Source: an optimization exercise on an open RTL-to-GDS flow (aim: small area and few clock cycles). Production flows keep margins and buffers that such runs may drop.
Where RTL was checked, it was by simulation tests only, not by an equivalence proof against the original.
No activity file was given, so power comes from the tool's default toggle rates.

== main ==
==> module sdp_rdma_engine, before the edit <==
module sdp_rdma_engine
(
  input  logic        nvdla_core_clk,
  input  logic        nvdla_core_rstn,
  input  logic        start,
  input  logic [31:0] base,
  input  logic [31:0] stride,
  input  logic [12:0] count,
  output logic        busy,        
  output logic        busy_next,   
  output logic        rd_req_valid,
  input  logic        rd_req_ready,
  output logic [31:0] rd_req_addr,
  input  logic        rd_rsp_valid,
  output logic        rd_rsp_ready,
  input  logic [63:0] rd_rsp_data,
  output logic        dp_valid,
  input  logic        dp_ready,
  output logic [63:0] dp_data,
  output logic        dp_last
);
  logic [31:0] addr;
  logic [12:0] left;        
  logic [2:0]  rq;
  logic [2:0]  wp;
  logic [2:0]  rp;
  logic [63:0] mem [4];
  logic [2:0]  credit;
  logic        left_nz;
  logic        empty;
  logic        dp_hs;
  logic        req_hs;
  logic [3:0]  sel;
  assign credit   = rq - rp;
  assign left_nz  = (left != '0);
  assign empty    = (wp == rp);
  assign dp_valid = ~empty | rd_rsp_valid;
  always_comb begin
    for (int i = 0; i < 4; i++) sel[i] = ~empty & (rp[1:0] == 2'(i));
  end
  assign dp_data  = ({64{empty}}  & rd_rsp_data) |
                    ({64{sel[0]}} & mem[0]) | ({64{sel[1]}} & mem[1]) |
                    ({64{sel[2]}} & mem[2]) | ({64{sel[3]}} & mem[3]);
  assign dp_last  = ~left_nz & (credit == 3'd1);
  assign dp_hs    = dp_valid & dp_ready;
  assign rd_rsp_ready = 1'b1;
  assign rd_req_addr  = addr;
  assign rd_req_valid = left_nz & (~credit[2] | dp_hs);
  assign req_hs       = rd_req_valid & rd_req_ready;
  assign busy      = left_nz | (credit != 3'd0);
  assign busy_next = left_nz | (credit != {2'd0, dp_hs});
  always_ff @(posedge nvdla_core_clk or negedge nvdla_core_rstn) begin
    if (!nvdla_core_rstn) begin
      left <= '0;
      rq   <= '0;
      wp   <= '0;
      rp   <= '0;
    end else begin
      if (start) begin
        left <= count;
      end else if (req_hs) begin
        left <= left - 1'b1;
      end
      if (req_hs) rq <= rq + 1'b1;
      if (rd_rsp_valid) wp <= wp + 1'b1;
      if (dp_hs) rp <= rp + 1'b1;
    end
  end
  always_ff @(posedge nvdla_core_clk) begin
    if (start) begin
      addr <= base;
    end else if (req_hs) begin
      addr <= addr + stride;
    end
    if (rd_rsp_valid) begin
      mem[wp[1:0]] <= rd_rsp_data;
    end
  end
endmodule
Settings: LEC_CHECK=0, CAP_MARGIN=20, CORE_MARGIN=2, CORE_UTILIZATION=40, SLEW_MARGIN=20; clock period 5.0 ns.
run.sh (not shown) runs the stock make flow with config.mk's settings and CLKGATE_MAP_FILE= SYNTH_SCRIPT=/design/flow/synth_recipe.tcl, a recipe that flattens the netlist after the stock synthesis.
Modified inputs, the feature branch compared to main
--- a/flow/design.v
+++ b/flow/design.v
@@ -61,17 +61,11 @@
   logic        empty;
   logic        dp_hs;
   logic        req_hs;
-  logic [3:0]  sel;
   assign credit   = rq - rp;
   assign left_nz  = (left != '0);
   assign empty    = (wp == rp);
   assign dp_valid = ~empty | rd_rsp_valid;
-  always_comb begin
-    for (int i = 0; i < 4; i++) sel[i] = ~empty & (rp[1:0] == 2'(i));
-  end
-  assign dp_data  = ({64{empty}}  & rd_rsp_data) |
-                    ({64{sel[0]}} & mem[0]) | ({64{sel[1]}} & mem[1]) |
-                    ({64{sel[2]}} & mem[2]) | ({64{sel[3]}} & mem[3]);
+  assign dp_data  = empty ? rd_rsp_data : mem[rp[1:0]];
   assign dp_last  = ~left_nz & (credit == 3'd1);
   assign dp_hs    = dp_valid & dp_ready;
   assign rd_rsp_ready = 1'b1;
==> comparison <==
The post-layout utilization of the core in the feature branch sits 0.19 points above the value recorded for main.
Compared with main, the feature branch shows count of multi-input gates that has gone down by more than 10%.
Diff main and the feature branch: register share of the cell area higher in main
Cmp the feature branch vs main: met2 wirelength from detailed routing lower in the feature branch
main → the feature branch: fraction of the yosys area taken by sequential cells lost 1.8 points, total power after layout now sits at about the same level, number of cells after detailed placement saw a decrease, final instance area increased by 0.0011 mm² relative to the old numbers, number of library cell types mapped by synthesis shrank by 9.9%.
Compared with main, the feature branch has extra setup slack.
Testbench counts of the feature branch, summed over its fixed seeds: cycles 62,552.
Only the layout flow was run in main; the RTL was not checked for function there.

port drivers added, routing unchanged:
The flow's constraints put no driver on any port. The routed layouts listed below were extracted and timed again, unchanged, in two steps.
Step 1 (the two cells are an assumption about what drives the block):
set clk [get_ports {nvdla_core_clk}]
set_driving_cell -lib_cell sky130_fd_sc_hd__clkbuf_16 $clk
set_driving_cell -lib_cell sky130_fd_sc_hd__buf_2 [delete_from_list [all_inputs] $clk]
Step 2, shift: input delay + t, output delay - t, t = (earliest + latest rising clock arrival at the registers) / 2. This alone moves slack from input paths to output paths.
Three values: ideal ports, drivers, drivers and shift; two values: the first two.
run | shift t [ns] | setup WS [ns] | worst setup path after step 2
main | 0.700 | 0.238 / 0.173 / 0.872 | register to output
the feature branch | 0.706 | 0.541 / 0.477 / 0.990 | register to register
After both steps setup and hold are still met in every run listed.
